This design comes from an exercise in tuning for small area on the open sky130 flow, not from production work. At most, simulation tests tie the RTL to the original design; equivalence was not proved. No functional check of the RTL was part of run 2. Power and IR drop assume default switching activity.

--- flow/config.mk ---
export PLATFORM = sky130hd
export DESIGN_NAME = rv_int_pipe
export DESIGN_NICKNAME = rv_int_pipe
export VERILOG_FILES = /design/flow/design.v
export SDC_FILE = /design/flow/constraint.sdc
export NUM_CORES = 4
export LEC_CHECK = 0
export CAP_MARGIN = 5
export CELL_PAD_IN_SITES_DETAIL_PLACEMENT = 1
export CORE_MARGIN = 2
export CORE_UTILIZATION = 40
export CTS_CLUSTER_DIAMETER = 100
export CTS_CLUSTER_SIZE = 20
export PLACE_DENSITY = 0.45
export SETUP_SLACK_MARGIN = 0.2
export SLEW_MARGIN = 5
export SYNTH_HIERARCHICAL = 1
export SYNTH_MINIMUM_KEEP_SIZE = 0
--- flow/constraint.sdc ---
create_clock -name core_clock -period 6.0 [get_ports {clk}]
set_input_delay 1.2000 -clock core_clock [delete_from_list [all_inputs] [get_ports {clk}]]
set_output_delay 1.2000 -clock core_clock [all_outputs]
set_load 0.01 [all_outputs]
--- flow/design.v ---
`default_nettype none
package rv_core_pkg;
    localparam int XLEN_DEFAULT = 64;
    localparam int REG_ADDR_W   = 5;
    localparam int ILEN         = 32;
    localparam logic [6:0] OP_REG = 7'b0110011;
    localparam logic [6:0] OP_IMM = 7'b0010011;
    localparam logic [6:0] OP_LUI = 7'b0110111;
    localparam logic [2:0] FUNCT3_ADD_SUB = 3'b000;
    localparam logic [2:0] FUNCT3_SLL     = 3'b001;
    localparam logic [2:0] FUNCT3_SLT     = 3'b010;
    localparam logic [2:0] FUNCT3_SLTU    = 3'b011;
    localparam logic [2:0] FUNCT3_XOR     = 3'b100;
    localparam logic [2:0] FUNCT3_SRL_SRA = 3'b101;
    localparam logic [2:0] FUNCT3_OR      = 3'b110;
    localparam logic [2:0] FUNCT3_AND     = 3'b111;
    localparam int ALU_OP_W = 4;
    localparam logic [ALU_OP_W-1:0] ALU_ADD    = 4'd0;
    localparam logic [ALU_OP_W-1:0] ALU_SUB    = 4'd1;
    localparam logic [ALU_OP_W-1:0] ALU_SLL    = 4'd2;
    localparam logic [ALU_OP_W-1:0] ALU_SLT    = 4'd3;
    localparam logic [ALU_OP_W-1:0] ALU_SLTU   = 4'd4;
    localparam logic [ALU_OP_W-1:0] ALU_XOR    = 4'd5;
    localparam logic [ALU_OP_W-1:0] ALU_SRL    = 4'd6;
    localparam logic [ALU_OP_W-1:0] ALU_SRA    = 4'd7;
    localparam logic [ALU_OP_W-1:0] ALU_OR     = 4'd8;
    localparam logic [ALU_OP_W-1:0] ALU_AND    = 4'd9;
    localparam logic [ALU_OP_W-1:0] ALU_PASS_B = 4'd10;
    typedef struct packed {
        logic [6:0]            funct7;
        logic [REG_ADDR_W-1:0] rs2;
        logic [REG_ADDR_W-1:0] rs1;
        logic [2:0]            funct3;
        logic [REG_ADDR_W-1:0] rd;
        logic [6:0]            opcode;
    } r_fmt_t;
    typedef struct packed {
        logic [11:0]           imm;
        logic [REG_ADDR_W-1:0] rs1;
        logic [2:0]            funct3;
        logic [REG_ADDR_W-1:0] rd;
        logic [6:0]            opcode;
    } i_fmt_t;
    typedef struct packed {
        logic [19:0]           imm;
        logic [REG_ADDR_W-1:0] rd;
        logic [6:0]            opcode;
    } u_fmt_t;
    typedef union packed {
        r_fmt_t r;
        i_fmt_t i;
        u_fmt_t u;
    } instr_t;
endpackage
`default_nettype wire
`timescale 1ns/1ps
`default_nettype none
module rv_decoder (
    input  wire [rv_core_pkg::ILEN-1:0] i_instr,
    output logic [2:0]                  o_cls       
);
    assign o_cls[0] = (i_instr[6:0] == rv_core_pkg::OP_REG);
    assign o_cls[1] = (i_instr[6:0] == rv_core_pkg::OP_IMM);
    assign o_cls[2] = (i_instr[6:0] == rv_core_pkg::OP_LUI);
endmodule
`default_nettype wire
`timescale 1ns/1ps
`default_nettype none
module rv_regfile #(
    parameter int XLEN = rv_core_pkg::XLEN_DEFAULT
) (
    input  wire                                 clk,
    input  wire                                 i_reset,
    input  wire                                 i_we,
    input  wire [rv_core_pkg::REG_ADDR_W-1:0]   i_waddr,
    input  wire [XLEN-1:0]                      i_wdata,
    input  wire [31:1]                          i_sel1,
    input  wire [31:1]                          i_sel2,
    input  wire [XLEN-1:0]                      i_byp,
    input  wire                                 i_byp_sel1,
    input  wire                                 i_byp_sel2,
    input  wire [XLEN-1:0]                      i_imm,
    input  wire                                 i_imm_sel,
    output logic [XLEN-1:0]                     o_rdata1,
    output logic [XLEN-1:0]                     o_rdata2
);
    localparam int NUM_REGS = 2 ** rv_core_pkg::REG_ADDR_W;
    logic [XLEN-1:0] regs [1:NUM_REGS-1];
    logic [XLEN-1:0] wdata;
    assign wdata = i_reset ? '0 : i_wdata;
    always_ff @(posedge clk) begin
        for (int i = 1; i < NUM_REGS; i++) begin
            if (i_reset || (i_we && (i_waddr == 5'(i)))) begin
                regs[i] <= wdata;
            end
        end
    end
    localparam int NGRP = 11;
    logic [3*NGRP-1:0] sel1_all, sel2_all;
    logic [XLEN-1:0]   in1_all [0:3*NGRP-1];
    logic [XLEN-1:0]   in2_all [0:3*NGRP-1];
    logic [NGRP-1:0]   grp1_n  [0:XLEN-1];
    logic [NGRP-1:0]   grp2_n  [0:XLEN-1];
    always_comb begin
        sel1_all = {1'b0, 1'b0, i_sel1, i_byp_sel1};
        sel2_all = {1'b0, i_sel2, i_imm_sel, i_byp_sel2};
        in1_all[0] = i_byp;
        in2_all[0] = i_byp;
        in2_all[1] = i_imm;
        for (int i = 1; i < NUM_REGS; i++) begin
            in1_all[i]     = regs[i];
            in2_all[i + 1] = regs[i];
        end
        in1_all[NUM_REGS]     = '0;
        in1_all[NUM_REGS + 1] = '0;
        in2_all[NUM_REGS + 1] = '0;
    end
    for (genvar b = 0; b < XLEN; b++) begin : g_bit
        for (genvar k = 0; k < NGRP; k++) begin : g_grp
            rv_regfile_aoi3 u_aoi1 (
                .i_sel  (sel1_all[3*k +: 3]),
                .i_data ({in1_all[3*k+2][b], in1_all[3*k+1][b], in1_all[3*k][b]}),
                .o_y_n  (grp1_n[b][k])
            );
            rv_regfile_aoi3 u_aoi2 (
                .i_sel  (sel2_all[3*k +: 3]),
                .i_data ({in2_all[3*k+2][b], in2_all[3*k+1][b], in2_all[3*k][b]}),
                .o_y_n  (grp2_n[b][k])
            );
        end
        assign o_rdata1[b] = ~&grp1_n[b];
        assign o_rdata2[b] = ~&grp2_n[b];
    end
endmodule
module rv_regfile_aoi3 (
    input  wire [2:0] i_sel,
    input  wire [2:0] i_data,
    output logic      o_y_n
);
    assign o_y_n = ~|(i_sel & i_data);
endmodule
`default_nettype wire
`timescale 1ns/1ps
`default_nettype none
module rv_operand_bypass (
    input  wire [rv_core_pkg::REG_ADDR_W-1:0] i_rs,
    input  wire                               i_en,
    input  wire                               i_fwd_we,
    input  wire [rv_core_pkg::REG_ADDR_W-1:0] i_fwd_rd,
    output logic [31:1]                       o_sel,
    output logic                              o_byp
);
    assign o_byp = i_en && i_fwd_we && (i_fwd_rd == i_rs);
    always_comb begin
        for (int r = 1; r < 32; r++) begin
            o_sel[r] = i_en && !o_byp && (i_rs == 5'(r));
        end
    end
endmodule
`default_nettype wire
`timescale 1ns/1ps
`default_nettype none
module rv_alu #(
    parameter int XLEN = rv_core_pkg::XLEN_DEFAULT
) (
    input  wire              i_sub,       
    input  wire              i_sel_sum,
    input  wire              i_sel_slt,
    input  wire              i_sel_sltu,
    input  wire              i_sel_sh,
    input  wire              i_sh_left,
    input  wire              i_sh_arith,
    input  wire              i_sel_p,     
    input  wire              i_sel_g,     
    input  wire [XLEN-1:0]   i_op_a,
    input  wire [XLEN-1:0]   i_op_b,
    output logic [XLEN-1:0]  o_result
);
    localparam int SHAMT_W = $clog2(XLEN);
    logic [XLEN-1:0] bx;
    logic [XLEN-1:0] p;
    logic [XLEN-1:0] g;
    logic [XLEN:0]   c;
    logic [XLEN-1:0] sum;
    logic            lt_s;
    logic            lt_u;
    assign bx  = i_op_b ^ {XLEN{i_sub}};
    assign p   = i_op_a ^ bx;
    assign g   = i_op_a & bx;
    logic [XLEN-1:0] pg_g [0:SHAMT_W];
    logic [XLEN-1:0] pg_p [0:SHAMT_W];
    always_comb begin
        pg_g[0]    = g;
        pg_p[0]    = p;
        pg_g[0][0] = g[0] | (p[0] & i_sub);
        for (int k = 0; k < SHAMT_W; k++) begin
            for (int i = 0; i < XLEN; i++) begin
                if (((i >> k) & 1) == 1) begin
                    pg_g[k+1][i] = pg_g[k][i] | (pg_p[k][i] & pg_g[k][((i >> k) << k) - 1]);
                    pg_p[k+1][i] = pg_p[k][i] & pg_p[k][((i >> k) << k) - 1];
                end else begin
                    pg_g[k+1][i] = pg_g[k][i];
                    pg_p[k+1][i] = pg_p[k][i];
                end
            end
        end
        c = {pg_g[SHAMT_W], i_sub};
    end
    assign sum = p ^ c[XLEN-1:0];
    assign lt_u = ~c[XLEN];
    assign lt_s = (i_op_a[XLEN-1] ^ i_op_b[XLEN-1]) ? i_op_a[XLEN-1] : sum[XLEN-1];
    logic [SHAMT_W-1:0] shamt;
    logic [XLEN-1:0]    sh_st [0:SHAMT_W/2];
    logic [XLEN-1:0]    sh_out;
    logic               fill_n;
    assign shamt  = i_op_b[SHAMT_W-1:0];
    assign fill_n = ~(i_sh_arith & i_op_a[XLEN-1]);
    for (genvar i = 0; i < XLEN; i++) begin : g_sh_in
        rv_alu_mux2i u_mux (
            .i_d   ({i_op_a[XLEN-1-i], i_op_a[i]}),
            .i_s   (i_sh_left),
            .o_y_n (sh_st[0][i])
        );
    end
    for (genvar k = 0; k < SHAMT_W / 2; k++) begin : g_sh_lvl
        for (genvar i = 0; i < XLEN; i++) begin : g_bit
            localparam int S = 1 << (2 * k);
            if (i + 3 * S < XLEN) begin : g_mux
                rv_alu_mux4 u_mux (
                    .i_d ({sh_st[k][i+3*S], sh_st[k][i+2*S], sh_st[k][i+S], sh_st[k][i]}),
                    .i_s (shamt[2*k +: 2]),
                    .o_y (sh_st[k+1][i])
                );
            end else begin : g_fill
                logic [3:0] d;
                assign d[0] = sh_st[k][i];
                assign d[1] = (i + S < XLEN) ? sh_st[k][i + S] : fill_n;
                assign d[2] = (i + 2 * S < XLEN) ? sh_st[k][i + 2 * S] : fill_n;
                assign d[3] = fill_n;
                assign sh_st[k+1][i] = d[shamt[2*k +: 2]];
            end
        end
    end
    for (genvar i = 0; i < XLEN; i++) begin : g_sh_out
        rv_alu_mux2i u_mux (
            .i_d   ({sh_st[SHAMT_W/2][XLEN-1-i], sh_st[SHAMT_W/2][i]}),
            .i_s   (i_sh_left),
            .o_y_n (sh_out[i])
        );
    end
    always_comb begin
        o_result = ({XLEN{i_sel_sum}} & sum)
                 | ({XLEN{i_sel_sh}}  & sh_out)
                 | ({XLEN{i_sel_p}}   & p)
                 | ({XLEN{i_sel_g}}   & g);
        o_result[0] = o_result[0] | (i_sel_slt & lt_s) | (i_sel_sltu & lt_u);
    end
endmodule
module rv_alu_mux2i (
    input  wire [1:0] i_d,
    input  wire       i_s,
    output logic      o_y_n
);
    assign o_y_n = ~(i_s ? i_d[1] : i_d[0]);
endmodule
module rv_alu_mux4 (
    input  wire [3:0] i_d,
    input  wire [1:0] i_s,
    output logic      o_y
);
    assign o_y = i_d[i_s];
endmodule
`default_nettype wire
`timescale 1ns/1ps
`default_nettype none
module rv_int_pipe #(
    parameter int XLEN = rv_core_pkg::XLEN_DEFAULT
) (
    input  wire                                 clk,
    input  wire                                 i_reset,
    input  wire                                 i_instr_valid,
    input  wire [rv_core_pkg::ILEN-1:0]         i_instr,
    output logic                                o_retire_valid,
    output logic                                o_retire_we,
    output logic [rv_core_pkg::REG_ADDR_W-1:0]  o_retire_rd,
    output logic [XLEN-1:0]                     o_retire_data
);
    localparam int NST = 3;
    logic [2:0]           in_cls;
    logic [NST:1]         st_valid;
    logic [2:0]           st_cls   [1:NST];
    logic [31:7]          st_bits  [1:NST];
    rv_decoder u_decoder (
        .i_instr (i_instr),
        .o_cls   (in_cls)
    );
    always_ff @(posedge clk) begin
        if (i_reset) begin
            st_valid <= '0;
        end else begin
            st_valid <= {st_valid[NST-1:1], i_instr_valid};
        end
    end
    always_ff @(posedge clk) begin
        st_cls[1]  <= in_cls;
        st_bits[1] <= i_instr[31:7];
        for (int s = 2; s <= NST; s++) begin
            st_cls[s]  <= st_cls[s-1];
            st_bits[s] <= st_bits[s-1];
        end
    end
    logic        s3_fwd_we;
    logic [31:1] sel1_d, sel2_d, sel1, sel2;
    logic        byp1_d, byp2_d, byp1, byp2;
    assign s3_fwd_we = st_valid[NST] && (st_cls[NST] != 3'b000) && (st_bits[NST][11:7] != '0);
    rv_operand_bypass u_sel1 (
        .i_rs     (st_bits[NST-1][19:15]),
        .i_en     (st_cls[NST-1][0] | st_cls[NST-1][1]),
        .i_fwd_we (s3_fwd_we),
        .i_fwd_rd (st_bits[NST][11:7]),
        .o_sel    (sel1_d),
        .o_byp    (byp1_d)
    );
    rv_operand_bypass u_sel2 (
        .i_rs     (st_bits[NST-1][24:20]),
        .i_en     (st_cls[NST-1][0]),
        .i_fwd_we (s3_fwd_we),
        .i_fwd_rd (st_bits[NST][11:7]),
        .o_sel    (sel2_d),
        .o_byp    (byp2_d)
    );
    always_ff @(posedge clk) begin
        sel1 <= sel1_d;
        byp1 <= byp1_d;
        sel2 <= sel2_d;
        byp2 <= byp2_d;
    end
    logic [31:7]  w;
    logic         is_reg, is_imm, is_lui, is_ri, supported;
    logic [2:0]   f3;
    logic [4:0]   rd;
    logic [XLEN-1:0] imm;
    logic [XLEN-1:0] op_a, op_b, result;
    assign w      = st_bits[NST];
    assign is_reg = st_cls[NST][0];
    assign is_imm = st_cls[NST][1];
    assign is_lui = st_cls[NST][2];
    assign is_ri  = is_reg | is_imm;
    assign supported = is_ri | is_lui;
    assign f3     = w[14:12];
    assign rd     = w[11:7];
    always_comb begin
        imm        = {{(XLEN-31){w[31]}}, 31'b0};
        imm[30:12] = is_lui ? w[30:12] : {19{w[31]}};
        imm[11:0]  = is_lui ? 12'b0 : w[31:20];
    end
    logic                                 wb_valid;
    logic                                 wb_we;
    logic [rv_core_pkg::REG_ADDR_W-1:0]   wb_rd;
    logic [XLEN-1:0]                      wb_result;
    rv_regfile #(.XLEN(XLEN)) u_regfile (
        .clk        (clk),
        .i_reset    (i_reset),
        .i_we       (wb_we),
        .i_waddr    (wb_rd),
        .i_wdata    (wb_result),
        .i_sel1     (sel1),
        .i_sel2     (sel2),
        .i_byp      (wb_result),
        .i_byp_sel1 (byp1),
        .i_byp_sel2 (byp2),
        .i_imm      (imm),
        .i_imm_sel  (is_imm | is_lui),
        .o_rdata1   (op_a),
        .o_rdata2   (op_b)
    );
    rv_alu #(.XLEN(XLEN)) u_alu (
        .i_sub      (is_ri && ((f3 == 3'b000 && w[30] && is_reg) || f3[2:1] == 2'b01)),
        .i_sel_sum  ((is_ri && f3 == 3'b000) || is_lui),
        .i_sel_slt  (is_ri && f3 == 3'b010),
        .i_sel_sltu (is_ri && f3 == 3'b011),
        .i_sel_sh   (is_ri && f3[1:0] == 2'b01),
        .i_sh_left  (~f3[2]),
        .i_sh_arith (f3[2] & w[30]),
        .i_sel_p    (is_ri && f3[2] && !f3[0]),
        .i_sel_g    (is_ri && f3[2] && f3[1]),
        .i_op_a     (op_a),
        .i_op_b     (op_b),
        .o_result   (result)
    );
    always_ff @(posedge clk) begin
        if (i_reset) begin
            wb_valid <= 1'b0;
            wb_we    <= 1'b0;
        end else begin
            wb_valid <= st_valid[NST];
            wb_we    <= s3_fwd_we;
        end
    end
    always_ff @(posedge clk) begin
        wb_rd     <= rd;
        wb_result <= result;
    end
    assign o_retire_valid = wb_valid;
    assign o_retire_we    = wb_we;
    assign o_retire_rd    = wb_rd;
    assign o_retire_data  = wb_result;
endmodule
`default_nettype wire
--- flow/run.sh ---
#!/bin/bash
# synth_recipe.tcl (not shown) runs the flow's synth.tcl, then flattens the netlist and writes it again
# the make line also repeats each setting of config.mk as NAME=value (left out here)
make -C /OpenROAD-flow-scripts/flow DESIGN_CONFIG=/design/flow/config.mk WORK_HOME=/design/flow/orfs CLKGATE_MAP_FILE= SYNTH_SCRIPT=/design/flow/synth_recipe.tcl finish
==> impl_metrics.json, run 1 <==
{
  "min_period_ps": 5710,
  "fin_total_pwr_mw": 29.2,
  "grt_usage": 0.414,
  "path_class": "reg -> reg",
  "gp_congestion": 0.992,
  "synth_most_common_cell": "edfxtp_1",
  "syn_inst": 5547,
  "coreArea_mm2": 0.232,
  "finClkSkew_ps": 54.0,
  "internal-power_mw": 22.0,
  "ant_nets": 0,
  "nets": 6295,
  "htree_levels": 4,
  "maxCapViolCount": 0,
  "dieArea_mm2": 0.237,
  "yosysUniqueCellTypes": 84,
  "p_seq_frac": 0.606,
  "cp-end-kind": "register",
  "drt_wl_total_mm": 508,
  "die_w_um": 487,
  "tns_ps": 0,
  "synthFlopType": "edfxtp_1",
  "multiInputGateArea_mm2": 0.0296,
  "synth-edff-count": 1984,
  "p_leak_nw": 36.3,
  "reg2reg_to": "wb_result[56]",
  "grt_pass1_vias": 73800,
  "netlist.area_leader.share": 0.638,
  "required_ps": 6680,
  "tightest_slew_ps": 1260,
  "drive_gt1_frac": 0.133,
  "fill_cells": 22200,
  "ioPinCount": 106,
  "power.density_mw_per_mm2": 274,
  "clock-sinks": 2206,
  "start_util": 0.402,
  "grt_max_degree": 131,
  "synth_common_cells": "edfxtp_1, a222oi_1, nand4_1, dfxtp_1, mux4_2",
  "status": "complete, no violations",
  "drcViolationCount": 0,
  "place_area_mm2": 0.103,
  "synth_area_leaders": "edfxtp_1, a222oi_1, dfxtp_1",
  "r2r_start": "sel1[23]",
  "path_cells": "buf_4 -> a222oi_1 -> nand4_1 -> or3_1 -> ha_1 -> and3_1 -> nand3_1 -> nor3_1 -> o211ai_2 -> a21oi_4 -> a21o_1 -> a211oi_1 -> o21ai_0 -> o211ai_1",
  "critPathMaxStageDelay_ps": 680,
  "ff_latch_area_mm2": 0.0643,
  "final.setup.worst_slack_ps": 287,
  "crit_slowest_cell": "a222oi_1",
  "dr.pass1.iters": 14,
  "ctsRootBufferMaster": "clkbuf_16",
  "vias": 76700,
  "setup_viol": 0,
  "power_frac_clock": 0.336,
  "switchingPower_mw": 7.16,
  "final_cells": 9323,
  "syn_area_mm2": 0.0934,
  "final_cell_area_mm2": 0.107,
  "overflow": 0,
  "synth_warnings": 28,
  "post-place-ws_ps": 29.7,
  "routed_via_density": 8.23,
  "numCtsBuffers": 133,
  "async_flop_share": 0,
  "crit_fanout": 23,
  "drt-initial-drc-count": 24000,
  "ir_drop_v": 0.000291,
  "relSlewSlack": 0.154,
  "grt_first_pass_wirelength_mm": 666,
  "fmax_mhz": 175,
  "hold_viol_final": 0,
  "critPathArrivalTime_ps": 6390,
  "routedWlPerCell_um": 54.5,
  "clk-insertion-delay-late_ps": 860,
  "grt_antenna_before_repair": 38,
  "finalCritPeriodShare": 0.952,
  "combPwrFrac": 0.058,
  "clkSlewWorstSetupHoldPaths_ps": 90,
  "hold_end": "st_bits[3][8]",
  "rrSetupSlack_ps": 290,
  "io_buffers": 105,
  "startpoint_type": "register",
  "hold_path_class": "reg -> reg",
  "min_from": "st_bits[2][8]",
  "area_growth_pct": 14.1,
  "fp.dieH_um": 487,
  "cts_tree": "built",
  "rsz0062_at_grt": "no",
  "ff2ff_path_depth": 14,
  "synth_top_area_cell": "edfxtp_1",
  "avgSynthCellArea_um2": 16.8,
  "yosysSeqAreaShare": 0.685,
  "slew_viol_final": 0,
  "ys_ff_latch": 2206,
  "cts_buffer_depth": 3,
  "dp_hpwl_mm": 307,
  "p_sw_frac": 0.246,
  "hold_depth": 0,
  "row_count": 177,
  "setup.worst_path.start": "sel1[23]",
  "dp_cells": 9096
}
-- worst max path at each step --
stage	end	cells after the start	slack, ps
2_1_floorplan	u_regfile.regs[20][0]	3	90
4_1_cts	wb_result[63]	18	390
6_report	wb_result[56]	14	290
3_5_place_dp	wb_result[63]	18	30
3_3_place_gp	wb_result[63]	18	100
5_1_grt	wb_result[63]	18	320
-- metrics by stage --
step                      hold WS, ps   util
after floorplan                   310      -
after global placement            310  0.442
after detailed placement          313  0.442
after CTS                         326  0.459
after global routing              335  0.459
final                             321  0.459
-- critical path: cells and delay by family, from the launching register on --
| kind | cells | cell delay, ps |
|---|---|---|
| AO/OA/AOI/OAI | 7 | 2190 |
| adder cells (fa/ha/maj) | 1 | 500 |
| buffers and inverters | 1 | 430 |
| flip-flops | 1 | 670 |
| AND/OR/NAND/NOR | 5 | 1590 |
-- cell usage in the layout, fill, tap and decap left out, drive strengths merged, types with 116 or more instances in the layout --
master and count:
a222oi 1435, mux4 147, buf 376, nand4 269, clkbuf 191, conb 128
nand2 116, or3 128, dfxtp 222, edfxtp 1984, mux2i 130, nand3 142
-- per-layer routing --
layer	track usage	wire length (µm)	vias to the layer above
li1	-	-	27800
met2	0.612	219000	7673
met1	0.548	184000	39700
met3	0.128	74900	1551
met5	0.00163	241	-
met4	0.209	30300	30
-- modules after synthesis, one instance, submodules excluded, excerpt --
| module | area [µm²] | flip-flops and latches | copies in the design |
|---|---|---|---|
| rv_int_pipe | 4840 | 222 | 1 |
| rv_regfile_aoi3 | 10.0 | 0 | 1408 |
| rv_alu_mux2i | 10.0 | 0 | 128 |
| rv_operand_bypass | 510 | 0 | 2 |
| rv_alu_mux4 | 22.5 | 0 | 129 |
| rv_decoder | 48.8 | 0 | 1 |
-- flip-flops by register name, indices dropped and copies added, names as in the netlist --
| register | cells |
|---|---|
| byp1 | 1 |
| byp2 | 1 |
| sel1 | 31 |
| sel2 | 31 |
| st_bits | 75 |
| st_cls | 9 |
| st_valid | 3 |
| u_regfile.regs | 1984 |
| wb_rd | 5 |
| wb_result | 64 |
| wb_valid | 1 |
| wb_we | 1 |
-- timing repair --
action,in CTS,in global routing
pin swaps,0,1
buffers inserted,0,2
endpoints found under the hold margin,0,0
hold buffers,0,0
setup endpoints to repair,10,7
gates resized for setup,1,3
-- cell families (layout without fill, tap and decap cells) --
kind of cell	count (synthesis)	in the layout	synth area share
flip-flops	2206	2206	0.685
adder cells (fa/ha/maj)	70	70	0.00986
XOR/XNOR	95	95	0.00891
other	1	142	0.0000401
AO/OA/AOI/OAI	1847	1847	0.184
AND/OR/NAND/NOR	901	901	0.0548
multiplexers	280	280	0.0497
buffers and inverters	147	739	0.00743
-- power by group through the flow --
stage / Sequential, mW / Clock [mW] / Combinational (mW)
floorplan: 17.9 / 0 / 0.762
global placement: 18.0 / 0 / 1.61
detailed placement: 18.0 / 0 / 1.62
CTS: 17.6 / 9.85 / 1.62
global route: 17.7 / 10.3 / 1.69
finish: 17.7 / 9.80 / 1.68
-- cell type report --
cell class | count | share of cell area
well taps | 3043 | 0.0357
flip-flops and latches | 2206 | 0.603
multi-input cells | 3321 | 0.277
clock inverters | 20 | 0.00238
diodes | 14 | 0.000329
inverters | 48 | 0.00173
clock buffers | 191 | 0.0343
repair buffers | 480 | 0.0454
==> run 2, diff against run 1 <==
--- a/flow/design.v
+++ b/flow/design.v
@@ -75,6 +75,8 @@
     input  wire [rv_core_pkg::REG_ADDR_W-1:0]   i_waddr,
     input  wire [XLEN-1:0]                      i_wdata,
-    input  wire [31:1]                          i_sel1,
-    input  wire [31:1]                          i_sel2,
+    input  wire [3:0]                           i_lo1,
+    input  wire [7:0]                           i_hi1,
+    input  wire [3:0]                           i_lo2,
+    input  wire [7:0]                           i_hi2,
     input  wire [XLEN-1:0]                      i_byp,
     input  wire                                 i_byp_sel1,
@@ -96,47 +98,12 @@
         end
     end
-    localparam int NGRP = 11;
-    logic [3*NGRP-1:0] sel1_all, sel2_all;
-    logic [XLEN-1:0]   in1_all [0:3*NGRP-1];
-    logic [XLEN-1:0]   in2_all [0:3*NGRP-1];
-    logic [NGRP-1:0]   grp1_n  [0:XLEN-1];
-    logic [NGRP-1:0]   grp2_n  [0:XLEN-1];
     always_comb begin
-        sel1_all = {1'b0, 1'b0, i_sel1, i_byp_sel1};
-        sel2_all = {1'b0, i_sel2, i_imm_sel, i_byp_sel2};
-        in1_all[0] = i_byp;
-        in2_all[0] = i_byp;
-        in2_all[1] = i_imm;
+        o_rdata1 = {XLEN{i_byp_sel1}} & i_byp;
+        o_rdata2 = ({XLEN{i_byp_sel2}} & i_byp) | ({XLEN{i_imm_sel}} & i_imm);
         for (int i = 1; i < NUM_REGS; i++) begin
-            in1_all[i]     = regs[i];
-            in2_all[i + 1] = regs[i];
+            o_rdata1 = o_rdata1 | ({XLEN{i_lo1[i % 4] & i_hi1[i / 4]}} & regs[i]);
+            o_rdata2 = o_rdata2 | ({XLEN{i_lo2[i % 4] & i_hi2[i / 4]}} & regs[i]);
         end
-        in1_all[NUM_REGS]     = '0;
-        in1_all[NUM_REGS + 1] = '0;
-        in2_all[NUM_REGS + 1] = '0;
     end
-    for (genvar b = 0; b < XLEN; b++) begin : g_bit
-        for (genvar k = 0; k < NGRP; k++) begin : g_grp
-            rv_regfile_aoi3 u_aoi1 (
-                .i_sel  (sel1_all[3*k +: 3]),
-                .i_data ({in1_all[3*k+2][b], in1_all[3*k+1][b], in1_all[3*k][b]}),
-                .o_y_n  (grp1_n[b][k])
-            );
-            rv_regfile_aoi3 u_aoi2 (
-                .i_sel  (sel2_all[3*k +: 3]),
-                .i_data ({in2_all[3*k+2][b], in2_all[3*k+1][b], in2_all[3*k][b]}),
-                .o_y_n  (grp2_n[b][k])
-            );
-        end
-        assign o_rdata1[b] = ~&grp1_n[b];
-        assign o_rdata2[b] = ~&grp2_n[b];
-    end
-endmodule
-module rv_regfile_aoi3 (
-    input  wire [2:0] i_sel,
-    input  wire [2:0] i_data,
-    output logic      o_y_n
-);
-    assign o_y_n = ~|(i_sel & i_data);
 endmodule
 `default_nettype wire
@@ -148,11 +115,15 @@
     input  wire                               i_fwd_we,
     input  wire [rv_core_pkg::REG_ADDR_W-1:0] i_fwd_rd,
-    output logic [31:1]                       o_sel,
+    output logic [3:0]                        o_lo,
+    output logic [7:0]                        o_hi,
     output logic                              o_byp
 );
     assign o_byp = i_en && i_fwd_we && (i_fwd_rd == i_rs);
     always_comb begin
-        for (int r = 1; r < 32; r++) begin
-            o_sel[r] = i_en && !o_byp && (i_rs == 5'(r));
+        for (int k = 0; k < 4; k++) begin
+            o_lo[k] = (i_rs[1:0] == 2'(k));
+        end
+        for (int j = 0; j < 8; j++) begin
+            o_hi[j] = i_en && !o_byp && (i_rs[4:2] == 3'(j));
         end
     end
@@ -211,41 +182,29 @@
     assign lt_s = (i_op_a[XLEN-1] ^ i_op_b[XLEN-1]) ? i_op_a[XLEN-1] : sum[XLEN-1];
     logic [SHAMT_W-1:0] shamt;
+    logic [XLEN-1:0]    sh_in;
     logic [XLEN-1:0]    sh_st [0:SHAMT_W/2];
     logic [XLEN-1:0]    sh_out;
-    logic               fill_n;
-    assign shamt  = i_op_b[SHAMT_W-1:0];
-    assign fill_n = ~(i_sh_arith & i_op_a[XLEN-1]);
-    for (genvar i = 0; i < XLEN; i++) begin : g_sh_in
-        rv_alu_mux2i u_mux (
-            .i_d   ({i_op_a[XLEN-1-i], i_op_a[i]}),
-            .i_s   (i_sh_left),
-            .o_y_n (sh_st[0][i])
-        );
-    end
-    for (genvar k = 0; k < SHAMT_W / 2; k++) begin : g_sh_lvl
-        for (genvar i = 0; i < XLEN; i++) begin : g_bit
-            localparam int S = 1 << (2 * k);
-            if (i + 3 * S < XLEN) begin : g_mux
-                rv_alu_mux4 u_mux (
-                    .i_d ({sh_st[k][i+3*S], sh_st[k][i+2*S], sh_st[k][i+S], sh_st[k][i]}),
-                    .i_s (shamt[2*k +: 2]),
-                    .o_y (sh_st[k+1][i])
-                );
-            end else begin : g_fill
-                logic [3:0] d;
-                assign d[0] = sh_st[k][i];
-                assign d[1] = (i + S < XLEN) ? sh_st[k][i + S] : fill_n;
-                assign d[2] = (i + 2 * S < XLEN) ? sh_st[k][i + 2 * S] : fill_n;
-                assign d[3] = fill_n;
-                assign sh_st[k+1][i] = d[shamt[2*k +: 2]];
+    logic               fill;
+    assign shamt = i_op_b[SHAMT_W-1:0];
+    assign fill  = i_sh_arith & i_op_a[XLEN-1];
+    always_comb begin
+        for (int i = 0; i < XLEN; i++) begin
+            sh_in[i] = i_sh_left ? i_op_a[XLEN-1-i] : i_op_a[i];
+        end
+        sh_st[0] = sh_in;
+        for (int k = 0; k < SHAMT_W / 2; k++) begin
+            for (int i = 0; i < XLEN; i++) begin
+                sh_st[k+1][i] = sh_st[k][i];
+                for (int m = 1; m < 4; m++) begin
+                    if (shamt[2*k +: 2] == 2'(m)) begin
+                        sh_st[k+1][i] = (i + m * (1 << (2 * k)) < XLEN)
+                                      ? sh_st[k][i + m * (1 << (2 * k))] : fill;
+                    end
+                end
             end
         end
-    end
-    for (genvar i = 0; i < XLEN; i++) begin : g_sh_out
-        rv_alu_mux2i u_mux (
-            .i_d   ({sh_st[SHAMT_W/2][XLEN-1-i], sh_st[SHAMT_W/2][i]}),
-            .i_s   (i_sh_left),
-            .o_y_n (sh_out[i])
-        );
+        for (int i = 0; i < XLEN; i++) begin
+            sh_out[i] = i_sh_left ? sh_st[SHAMT_W/2][XLEN-1-i] : sh_st[SHAMT_W/2][i];
+        end
     end
     always_comb begin
@@ -257,18 +216,4 @@
     end
 endmodule
-module rv_alu_mux2i (
-    input  wire [1:0] i_d,
-    input  wire       i_s,
-    output logic      o_y_n
-);
-    assign o_y_n = ~(i_s ? i_d[1] : i_d[0]);
-endmodule
-module rv_alu_mux4 (
-    input  wire [3:0] i_d,
-    input  wire [1:0] i_s,
-    output logic      o_y
-);
-    assign o_y = i_d[i_s];
-endmodule
 `default_nettype wire
 `timescale 1ns/1ps
@@ -311,5 +256,6 @@
     end
     logic        s3_fwd_we;
-    logic [31:1] sel1_d, sel2_d, sel1, sel2;
+    logic [3:0]  lo1_d, lo2_d, lo1, lo2;
+    logic [7:0]  hi1_d, hi2_d, hi1, hi2;
     logic        byp1_d, byp2_d, byp1, byp2;
     assign s3_fwd_we = st_valid[NST] && (st_cls[NST] != 3'b000) && (st_bits[NST][11:7] != '0);
@@ -319,5 +265,6 @@
         .i_fwd_we (s3_fwd_we),
         .i_fwd_rd (st_bits[NST][11:7]),
-        .o_sel    (sel1_d),
+        .o_lo     (lo1_d),
+        .o_hi     (hi1_d),
         .o_byp    (byp1_d)
     );
@@ -327,11 +274,14 @@
         .i_fwd_we (s3_fwd_we),
         .i_fwd_rd (st_bits[NST][11:7]),
-        .o_sel    (sel2_d),
+        .o_lo     (lo2_d),
+        .o_hi     (hi2_d),
         .o_byp    (byp2_d)
     );
     always_ff @(posedge clk) begin
-        sel1 <= sel1_d;
+        lo1  <= lo1_d;
+        hi1  <= hi1_d;
         byp1 <= byp1_d;
-        sel2 <= sel2_d;
+        lo2  <= lo2_d;
+        hi2  <= hi2_d;
         byp2 <= byp2_d;
     end
@@ -365,6 +315,8 @@
         .i_waddr    (wb_rd),
         .i_wdata    (wb_result),
-        .i_sel1     (sel1),
-        .i_sel2     (sel2),
+        .i_lo1      (lo1),
+        .i_hi1      (hi1),
+        .i_lo2      (lo2),
+        .i_hi2      (hi2),
         .i_byp      (wb_result),
         .i_byp_sel1 (byp1),
==> flow/config.mk (replaced) <==
export PLATFORM = sky130hd
export DESIGN_NAME = rv_int_pipe
export DESIGN_NICKNAME = rv_int_pipe
export VERILOG_FILES = /design/flow/design.v
export SDC_FILE = /design/flow/constraint.sdc
export NUM_CORES = 4
export LEC_CHECK = 0
export CAP_MARGIN = 5
export CORE_MARGIN = 2
export CORE_UTILIZATION = 70
export GPL_TIMING_DRIVEN = 0
export SETUP_SLACK_MARGIN = 0.05
export SLEW_MARGIN = 5
==> run 2 against run 1 <==
Compared with the run above: the flow now stops in global routing; synthesized cell count is 39% higher; area after synthesis is 8.3% higher.
==> impl_metrics.json, run 2 <==
{
  "yosysSeqAreaShare": 0.625,
  "avgSynthCellArea_um2": 13.1,
  "yosysUniqueCellTypes": 101,
  "place_area_mm2": 0.110,
  "numCtsBuffers": 206,
  "die_w_um": 384,
  "synth_top_area_cell": "edfxtp_1",
  "dp_hpwl_mm": 479,
  "synthFlopType": "edfxtp_1",
  "grt_first_pass_wirelength_mm": 1070,
  "dp_cells": 9966,
  "synth_common_cells": "edfxtp_1, a22oi_1, clkbuf_1, nand2_1, a22o_1",
  "ioPinCount": 106,
  "stop_error": "[ERROR GRT-0116] Global routing finished with congestion. Check the congestion regions in the DRC Viewer.",
  "grt_pass1_vias": 114000,
  "netlist.area_leader.share": 0.589,
  "synth_area_leaders": "edfxtp_1, a22oi_1, dfxtp_1",
  "synth-edff-count": 1984,
  "syn_inst": 7722,
  "status": "aborted with a tool error",
  "async_flop_share": 0,
  "gp_congestion": 1.49,
  "row_count": 139,
  "syn_area_mm2": 0.101,
  "io_buffers": 104,
  "synth_warnings": 12,
  "synth_most_common_cell": "edfxtp_1",
  "grt_max_degree": 34,
  "htree_levels": 4,
  "fp.dieH_um": 384,
  "grt_usage": 1.05,
  "ctsRootBufferMaster": "clkbuf_16",
  "cts_buffer_depth": 3,
  "stop_stage": "global routing",
  "overflow": 11200,
  "ys_ff_latch": 2168,
  "clock-sinks": 2168,
  "start_util": 0.705
}
==> run 2: power by group through the flow <==
stage                     logic [mW]  clock network (mW)  registers, mW
after CTS                       1.68                13.5           17.3
after detailed placement        1.62                   0           17.6
after floorplan                0.543                   0           17.5
after global placement          1.34                   0           17.8
==> run 2: worst max path at each step <==
| stage | from | slack, ps | depth (start not counted) | to |
|---|---|---|---|---|
| 3_3_place_gp | wb_rd[3] | -10180 | 4 | u_regfile.regs[26][53] |
| 3_5_place_dp | lo2[0] | -3310 | 23 | wb_result[60] |
| 4_1_cts | hi2[3] | -80 | 22 | wb_result[34] |
| 2_1_floorplan | wb_rd[2] | -240 | 4 | u_regfile.regs[21][0] |
==> run 2: metrics by stage <==
step           hold WS, ps  worst slack [ps]
4_1_cts                327             -80.3
3_5_place_dp           312             -3310
3_3_place_gp           310            -10180
2_1_floorplan          310              -236
==> run 2: timing repair <==
action / 4_1_cts
pin swaps: 83
cloned: 0
hold buffers: 0
hold endpoints to repair: 0
setup endpoints to repair: 64
resized for setup: 1262
setup buffers: 80
==> run 2: routing by layer <==
layer	track usage	overflow
met5	0.893	154
met4	1.07	2131
met3	0.998	1573
met2	1.14	5118
met1	1.02	2261
==> run 2: kinds of logic after synthesis <==
group / Yosys count / share of synthesized area
XOR/XNOR: 98 / 0.00848
multiplexers: 211 / 0.0252
adder cells (fa/ha/maj): 70 / 0.00910
flip-flops: 2168 / 0.625
AND/OR/NAND/NOR: 1405 / 0.0711
AO/OA/AOI/OAI: 3000 / 0.228
buffers and inverters: 770 / 0.0334

[re-timing with driven ports]
The flow's constraints put no driver on any port. The routed layout listed below was extracted and timed again, unchanged, in two steps.
Step 1, drivers: a clkbuf_16 drives clk and a buf_2 each remaining input, both assumed.
Step 2 times the ports against the registers' clock, not the clock port: input delays grow and output delays shrink by t, the midpoint of the rising clock arrivals with the driver on.
Three values: no drivers, after step 1, after step 2; two values: the first two.
run: run 1
t (ns): 0.928
setup slack, ns: 0.287 / 0.287 / 0.287
worst setup path after step 2: register to register
worst data-port slew with drivers (ns): 0.05
cell pins on the clock port's net: 1
After both steps setup and hold are still met in run 1. The setup slack of run 1 moves by 0.000 ns with the drivers and by 0.000 ns with both steps.
